What follows belongs to an exercise in optimizing a design on an open flow for small area and a short achievable clock period; a production flow would make more cautious choices.
Only simulation tests tie the RTL to the original design; equivalence was not proved.
The flow treats the clock pin as an ideal source, which a real chip does not have.

==> 01-19: inputs <==
Design arf_top, start of the top module:
module arf_top #(
  parameter int num_spec = 5   
) (
  input  wire         clk,
  input  wire         reset,
  input  wire  [19:0] read_addrs_i,    
  input  wire  [43:0] commit1_i,       
  input  wire  [43:0] commit2_i,       
  input  wire  [19:0] dispatch1_i,     
  input  wire  [19:0] dispatch2_i,     
  input  wire  [10:0] branch_i,        
  output wire  [38:0] op_rs1_1,        
  output wire  [38:0] op_rs2_1,
  output wire  [38:0] op_rs1_2,
  output wire  [38:0] op_rs2_2
);
  arf_pkg::read_addrs_t read_addrs;
  arf_pkg::commit_t     commit1;
  arf_pkg::commit_t     commit2;
  arf_pkg::dispatch_t   dispatch1;
  arf_pkg::dispatch_t   dispatch2;
  arf_pkg::branch_res_t branch;
  assign read_addrs = read_addrs_i;
  assign commit1    = commit1_i;
  assign commit2    = commit2_i;
  assign dispatch1  = dispatch1_i;
  assign dispatch2  = dispatch2_i;
  assign branch     = branch_i;
  logic [31:0] rsel1;
  logic [31:0] rsel2;
  logic [31:0] rsel3;
  logic [31:0] rsel4;
  logic [31:0] cdec1;
  logic [31:0] cdec2;
  logic [31:0] wsel1;
  logic [31:0] wsel2;
  logic [31:0] ddec1;
  logic [31:0] ddec2;
  for (genvar r = 0; r < 32; r++) begin : g_dec
    assign rsel1[r] = read_addrs.rs1_1 == 5'(r);
    assign rsel2[r] = read_addrs.rs2_1 == 5'(r);
    assign rsel3[r] = read_addrs.rs1_2 == 5'(r);
    assign rsel4[r] = read_addrs.rs2_2 == 5'(r);
    assign cdec1[r] = commit1.dst == 5'(r);
    assign cdec2[r] = commit2.dst == 5'(r);
    assign wsel1[r] = commit1.valid && cdec1[r];
    assign wsel2[r] = commit2.valid && cdec2[r];
    assign ddec1[r] = dispatch1.valid && (dispatch1.dst == 5'(r));
    assign ddec2[r] = dispatch2.valid && (dispatch2.dst == 5'(r));
  end
  wire [arf_pkg::data_w-1:0] rdata1;
  wire [arf_pkg::data_w-1:0] rdata2;
  wire [arf_pkg::data_w-1:0] rdata3;
  wire [arf_pkg::data_w-1:0] rdata4;
  wire arf_pkg::rrf_tag_t tag1;
  wire arf_pkg::rrf_tag_t tag2;
  wire arf_pkg::rrf_tag_t tag3;
  wire arf_pkg::rrf_tag_t tag4;
  wire busy1;
  wire busy2;
  wire busy3;
  wire busy4;
  reg_file i_reg_file (
    .clk   (clk),
    .rsel1 (rsel1),
    .rsel2 (rsel2),
    .rsel3 (rsel3),
    .rsel4 (rsel4),
    .wsel1 (wsel1),
    .wsel2 (wsel2),
    .wdata1(commit1.data),
    .wdata2(commit2.data),
    .rdata1(rdata1),
  ...
==> module g_or4, before the edit <==
module g_or4 (
  input  wire [3:0] x,
  output wire       y
);
  assign y = |x;
endmodule
==> module sel32, before the edit <==
module sel32 (
  input  wire [31:0] s,
  input  wire [31:0] d,
  output wire        y
);
  wire [15:0] t;
  wire [3:0]  u;
  for (genvar i = 0; i < 16; i++) begin : g_t
    g_aoi22 a (.a1(s[2*i]), .b1(d[2*i]), .a2(s[2*i+1]), .b2(d[2*i+1]), .y(t[i]));
  end
  for (genvar i = 0; i < 4; i++) begin : g_u
    g_nand4 n (.x(t[4*i +: 4]), .y(u[i]));
  end
  g_or4 o (.x(u), .y(y));
endmodule
==> module sel31, before the edit <==
module sel31 (
  input  wire [31:1] s,
  input  wire [31:1] d,
  output wire        y
);
  wire [15:0] t;
  wire [3:0]  u;
  for (genvar i = 0; i < 15; i++) begin : g_t
    g_aoi22 a (.a1(s[2*i+1]), .b1(d[2*i+1]), .a2(s[2*i+2]), .b2(d[2*i+2]), .y(t[i]));
  end
  g_nand2 l (.a(s[31]), .b(d[31]), .y(t[15]));
  for (genvar i = 0; i < 4; i++) begin : g_u
    g_nand4 n (.x(t[4*i +: 4]), .y(u[i]));
  end
  g_or4 o (.x(u), .y(y));
endmodule
==> module rename_table, before the edit <==
module rename_table #(
  parameter int num_spec = 5
) (
  input  wire                         clk,
  input  wire                         reset,
  input  wire  [31:0]                 rsel1,     
  input  wire  [31:0]                 rsel2,
  input  wire  [31:0]                 rsel3,
  input  wire  [31:0]                 rsel4,
  input  wire  [31:0]                 ddec1,     
  input  wire  [31:0]                 ddec2,
  input  wire  arf_pkg::dispatch_t    dispatch1,
  input  wire  arf_pkg::dispatch_t    dispatch2,
  input  wire  [31:0]                 cdec1,     
  input  wire  [31:0]                 cdec2,
  input  wire  arf_pkg::commit_t      commit1,
  input  wire  arf_pkg::commit_t      commit2,
  input  wire  arf_pkg::branch_res_t  branch,
  output arf_pkg::rrf_tag_t           tag1,
  output arf_pkg::rrf_tag_t           tag2,
  output arf_pkg::rrf_tag_t           tag3,
  output arf_pkg::rrf_tag_t           tag4,
  output wire                         busy1,
  output wire                         busy2,
  output wire                         busy3,
  output wire                         busy4
);
  localparam int TW = arf_pkg::rrf_tag_w;
  localparam int NC = num_spec + 1;   
  logic no_branch;
  logic is_success;
  logic is_miss;
  assign no_branch  = branch.kind == arf_pkg::br_none;
  assign is_success = branch.kind == arf_pkg::br_success;
  assign is_miss    = branch.kind == arf_pkg::br_miss;
  wire [31:0] busy [NC];
  wire [31:0] tagc [NC][TW];
  wire        hit1 [NC];
  wire        hit2 [NC];
  for (genvar i = 0; i < NC; i++) begin : g_clr
    wire [TW-1:0] ct1;
    wire [TW-1:0] ct2;
    for (genvar k = 0; k < TW; k++) begin : g_k
      sel32 u1 (.s(cdec1), .d(tagc[i][k]), .y(ct1[k]));
      sel32 u2 (.s(cdec2), .d(tagc[i][k]), .y(ct2[k]));
    end
    tag_hit u_h1 (.valid(commit1.valid), .a(ct1), .b(commit1.rrf_tag), .y(hit1[i]));
    tag_hit u_h2 (.valid(commit2.valid), .a(ct2), .b(commit2.rrf_tag), .y(hit2[i]));
  end
  wire [5:0] w;
  assign w[0] = ~is_miss;
  for (genvar j = 1; j <= 5; j++) begin : g_w
    if (j <= num_spec) begin : g_live
      assign w[j] = is_miss & branch.tag[j-1];
    end else begin : g_dead
      assign w[j] = 1'b0;
    end
  end
  wire [31:0]   cp_busy;
  wire [TW-1:0] cp_tag [32];
  for (genvar r = 0; r < 32; r++) begin : g_cp
    logic b;
    always_comb begin
      b = w[0] & busy[0][r] & ~((cdec1[r] & hit1[0]) | (cdec2[r] & hit2[0]));
      for (int j = 1; j < NC; j++) begin
        b = b | (w[j] & busy[j][r]);
      end
    end
    assign cp_busy[r] = b;
    for (genvar k = 0; k < TW; k++) begin : g_k
      wire [5:0] d;
      for (genvar j = 0; j < 6; j++) begin : g_j
        if (j < NC) begin : g_live
          assign d[j] = tagc[j][k][r];
        end else begin : g_dead
          assign d[j] = 1'b0;
        end
      end
      copy_bit u (.w(w), .d(d), .y(cp_tag[r][k]));
    end
  end
  for (genvar i = 0; i < NC; i++) begin : g_map
    wire        en1;
    wire        en2;
    wire        copy;
    if (i == 0) begin : g_master
      assign en1  = no_branch;
      assign en2  = no_branch;
      assign copy = is_miss;
    end else begin : g_ckpt
      assign en1  = no_branch & ~dispatch1.mpft_valid[i-1];
      assign en2  = no_branch & ~dispatch2.mpft_valid[i-1];
      assign copy = is_miss | (is_success & branch.tag[i-1]);
    end
    for (genvar r = 0; r < 32; r++) begin : g_ent
      wire [TW-1:0] t;
      map_entry u (
        .clk      (clk),
        .reset    (reset),
        .copy     (copy),
        .copy_busy(cp_busy[r]),
        .copy_tag (cp_tag[r]),
        .set1     (en1 & ddec1[r]),
        .set2     (en2 & ddec2[r]),
        .stag1    (dispatch1.rrf_tag),
        .stag2    (dispatch2.rrf_tag),
        .cd1      (cdec1[r]),
        .cd2      (cdec2[r]),
        .hit1     (hit1[i]),
        .hit2     (hit2[i]),
        .busy     (busy[i][r]),
        .tag      (t)
      );
      for (genvar k = 0; k < TW; k++) begin : g_k
        assign tagc[i][k][r] = t[k];
      end
    end
  end
  for (genvar k = 0; k < TW; k++) begin : g_rd
    sel32 u1 (.s(rsel1), .d(tagc[0][k]), .y(tag1[k]));
    sel32 u2 (.s(rsel2), .d(tagc[0][k]), .y(tag2[k]));
    sel32 u3 (.s(rsel3), .d(tagc[0][k]), .y(tag3[k]));
    sel32 u4 (.s(rsel4), .d(tagc[0][k]), .y(tag4[k]));
  end
  sel32 u_b1 (.s(rsel1), .d(busy[0]), .y(busy1));
  sel32 u_b2 (.s(rsel2), .d(busy[0]), .y(busy2));
  sel32 u_b3 (.s(rsel3), .d(busy[0]), .y(busy3));
  sel32 u_b4 (.s(rsel4), .d(busy[0]), .y(busy4));
endmodule
export LEC_CHECK = 0
export CAP_MARGIN = 5
export CELL_PAD_IN_SITES_DETAIL_PLACEMENT = 2
export CELL_PAD_IN_SITES_GLOBAL_PLACEMENT = 2
export CORE_MARGIN = 2
export CORE_UTILIZATION = 30
export GPL_TIMING_DRIVEN = 0
export PLACE_DENSITY = 0.5
export SETUP_SLACK_MARGIN = 1.5
export SLEW_MARGIN = 5
export SYNTH_HIERARCHICAL = 1
create_clock -name core_clock -period 6.0 [get_ports {clk}]
standard.sh (not shown) runs the stock make flow with config.mk's settings and CLKGATE_MAP_FILE= SYNTH_SCRIPT=/design/flow/synth_recipe.tcl, a recipe that flattens the netlist after the stock synthesis.
==> flow/flow/run.sh <==
#!/bin/bash
# The standard ORFS layout (standard.sh) with these changes:
#  - buffer_ports puts plain buf_4 cells on the ports instead of delay cells;
#  - before floorplanning, flow/downsize.tcl sets the combinational cells
#    that synthesis sized up back to drive strength 1 (the repair steps
#    resize them where needed);
#  - the repair steps may not use buf_12/buf_16 (flow/small_bufs.tcl).
# make's full output goes to flow_make.log; ORFS keeps each step's log
# under orfs/logs/.
set -euo pipefail
FLOW_DIR="$(pwd)/flow"
bash standard.sh \
  "BUFFER_PORTS_ARGS=-buffer_cell sky130_fd_sc_hd__buf_4" \
  "PRE_FLOORPLAN_TCL=${FLOW_DIR}/pre_floorplan.tcl" \
  "PRE_RESIZE_TCL=${FLOW_DIR}/small_bufs.tcl" \
  "PRE_CTS_TCL=${FLOW_DIR}/small_bufs.tcl" \
  "PRE_GLOBAL_ROUTE_TCL=${FLOW_DIR}/small_bufs.tcl" \
  finish > flow_make.log 2>&1
==> flow/flow/downsize.tcl <==
# PRE_FLOORPLAN hook: synthesis maps each small leaf module on its own and
# sizes its gates for a load it cannot see. Put every combinational cell
# back to drive strength 1 of the same footprint; repair_design and
# repair_timing size up again where slew, capacitance or timing ask for it.
# Flip-flops are left as synthesis made them.
set db [ord::get_db]
set n_swapped 0
foreach inst [[ord::get_db_block] getInsts] {
  set master [$inst getMaster]
  set name [$master getName]
  if {![regexp {^(sky130_fd_sc_hd__[a-z0-9]+)_([0-9]+)$} $name -> base size]} {
    continue
  }
  if {$size eq "1"} {
    continue
  }
  if {[regexp {__(df|edf|sdf|sedf|dl|clk|conb|tap|fill|decap|diode)} $base]} {
    continue
  }
  set small [$db findMaster "${base}_1"]
  if {$small eq "NULL"} {
    continue
  }
  if {[$small getMTermCount] != [$master getMTermCount]} {
    continue
  }
  $inst swapMaster $small
  incr n_swapped
}
puts "downsize.tcl: $n_swapped cells set to drive strength 1"
==> flow/flow/pre_floorplan.tcl <==
source [file join [file dirname [info script]] downsize.tcl]
source [file join [file dirname [info script]] small_bufs.tcl]
==> flow/flow/small_bufs.tcl <==
# Repair steps (repair_design, repair_timing) otherwise buffer long or
# heavily loaded nets with buf_12/buf_16 cells; keep them to buf_8 and
# smaller, which are enough for the loads in this design.
set_dont_use [get_lib_cells {sky130_fd_sc_hd__buf_12 sky130_fd_sc_hd__buf_16 sky130_fd_sc_hd__bufbuf_8 sky130_fd_sc_hd__bufbuf_16 sky130_fd_sc_hd__bufinv_8 sky130_fd_sc_hd__bufinv_16}]
==> inputs of 02-22, as changes to 01-19 <==
--- a/flow/design.v
+++ b/flow/design.v
@@ -107,11 +107,11 @@
 );
   assign y = ~(&x);
 endmodule
-module g_or4 (
-  input  wire [3:0] x,
-  output wire       y
+module g_nor2 (
+  input  wire a, b,
+  output wire y
 );
-  assign y = |x;
+  assign y = ~(a | b);
 endmodule
 module g_nand3 (
   input  wire a, b, c,
@@ -129,10 +129,13 @@
   for (genvar i = 0; i < 16; i++) begin : g_t
     g_aoi22 a (.a1(s[2*i]), .b1(d[2*i]), .a2(s[2*i+1]), .b2(d[2*i+1]), .y(t[i]));
   end
+  wire [1:0] v;
   for (genvar i = 0; i < 4; i++) begin : g_u
     g_nand4 n (.x(t[4*i +: 4]), .y(u[i]));
   end
-  g_or4 o (.x(u), .y(y));
+  g_nor2  o1 (.a(u[0]), .b(u[1]), .y(v[0]));
+  g_nor2  o2 (.a(u[2]), .b(u[3]), .y(v[1]));
+  g_nand2 o3 (.a(v[0]), .b(v[1]), .y(y));
 endmodule
 module sel31 (
   input  wire [31:1] s,
@@ -145,10 +148,13 @@
     g_aoi22 a (.a1(s[2*i+1]), .b1(d[2*i+1]), .a2(s[2*i+2]), .b2(d[2*i+2]), .y(t[i]));
   end
   g_nand2 l (.a(s[31]), .b(d[31]), .y(t[15]));
+  wire [1:0] v;
   for (genvar i = 0; i < 4; i++) begin : g_u
     g_nand4 n (.x(t[4*i +: 4]), .y(u[i]));
   end
-  g_or4 o (.x(u), .y(y));
+  g_nor2  o1 (.a(u[0]), .b(u[1]), .y(v[0]));
+  g_nor2  o2 (.a(u[2]), .b(u[3]), .y(v[1]));
+  g_nand2 o3 (.a(v[0]), .b(v[1]), .y(y));
 endmodule
 module rf_bit (
   input  wire clk,
@@ -276,9 +282,9 @@
   logic no_branch;
   logic is_success;
   logic is_miss;
-  assign no_branch  = branch.kind == arf_pkg::br_none;
-  assign is_success = branch.kind == arf_pkg::br_success;
-  assign is_miss    = branch.kind == arf_pkg::br_miss;
+  assign no_branch  = ~branch.kind[1] & ~branch.kind[0];
+  assign is_success = branch.kind[0];
+  assign is_miss    = branch.kind[1];
   wire [31:0] busy [NC];
   wire [31:0] tagc [NC][TW];
   wire        hit1 [NC];
==> flow/flow/run.sh (replaced) <==
#!/bin/bash
# The standard ORFS layout (standard.sh), with these steps added through
# ORFS's per-step hooks:
#  - floorplan: flow/downsize.tcl puts the combinational cells that
#    synthesis sized up back to drive strength 1 (the repair steps resize
#    them where needed), and flow/small_bufs.tcl keeps the repair steps from
#    buffering with buf_12/buf_16 (also before CTS and global routing);
#  - buffer_ports uses plain buf_4 cells on the ports instead of delay cells.
# make's full output goes to flow_make.log; ORFS keeps each step's log
# under orfs/logs/.
set -euo pipefail
FLOW_DIR="$(pwd)/flow"
bash standard.sh \
  "BUFFER_PORTS_ARGS=-buffer_cell sky130_fd_sc_hd__buf_4" \
  "PRE_FLOORPLAN_TCL=${FLOW_DIR}/pre_floorplan.tcl" \
  "PRE_RESIZE_TCL=${FLOW_DIR}/small_bufs.tcl" \
  "PRE_CTS_TCL=${FLOW_DIR}/small_bufs.tcl" \
  "PRE_GLOBAL_ROUTE_TCL=${FLOW_DIR}/small_bufs.tcl" \
  finish > flow_make.log 2>&1
--- a/flow/config.mk
+++ b/flow/config.mk
@@ -10,8 +10,11 @@
 export CELL_PAD_IN_SITES_GLOBAL_PLACEMENT = 2
 export CORE_MARGIN = 2
 export CORE_UTILIZATION = 30
+export CTS_BUF_LIST = sky130_fd_sc_hd__clkbuf_8 sky130_fd_sc_hd__clkbuf_16
+export CTS_CLUSTER_DIAMETER = 70
+export CTS_CLUSTER_SIZE = 20
 export GPL_TIMING_DRIVEN = 0
 export PLACE_DENSITY = 0.5
-export SETUP_SLACK_MARGIN = 1.5
+export SETUP_SLACK_MARGIN = 0.5
 export SLEW_MARGIN = 5
 export SYNTH_HIERARCHICAL = 1
==> summary.md <==
| Metric | Value |
|---|---|
| Run status | `finished with violations` |
| SO Faults | `max-capacitance violations, max-slew violations` |
| Chip height | `682 um` |
| Final Max Tran Viols | `54` |
| DP Worst Slack | `-2230 ps` |
| Mapped Avg Cell Area | `8.00 sq um` |
| Placed Cells | `24259` |
| Max-Cap Viols | `5` |
That was 02-22.
==> summary.md <==
| Metric | Value |
|---|---|
| GRT Residual Overflow | `5` |
| Mapped Avg Cell Area | `8.17 sq um` |
| Run status | `stopped before the end` |
| Met2 Usage GRT | `82.7%` |
| Exit stage | `global routing` |
| Placed Cells | `23797` |
| GR peak layer | `met2` |
| DP Worst Slack | `-2350 ps` |
| Log Error | `[ERROR GRT-0232] Routing congestion too high. Check the congestion heatmap in the GUI.` |
That was 01-19.

## what the ideal ports hide
The results above use ideal ports. As a check the final layout listed here was re-extracted and re-timed, cells and wires unchanged. Step 1 assumes that a clkbuf_16 drives the clock port and a buf_2 every other input. Step 2 adds t to the input delays and takes it off the output delays; t is the mean of the earliest and latest rising clock arrival at the registers after step 1. Input paths then give back, and output paths get back, about the clock's delay inside the block. Slacks: ideal / step 1 / step 2; pairs: ideal / step 1.
run: 02-22
t (ns): 1.183
slack for setup (ns): 0.002 / -0.250 / -1.309
worst hold slack (ns): 0.396 / 0.323 / 0.482
worst setup path after step 2: input to register
For 02-22, drivers alone change the setup slack by -0.252 ns; drivers and shift together by -1.311 ns.
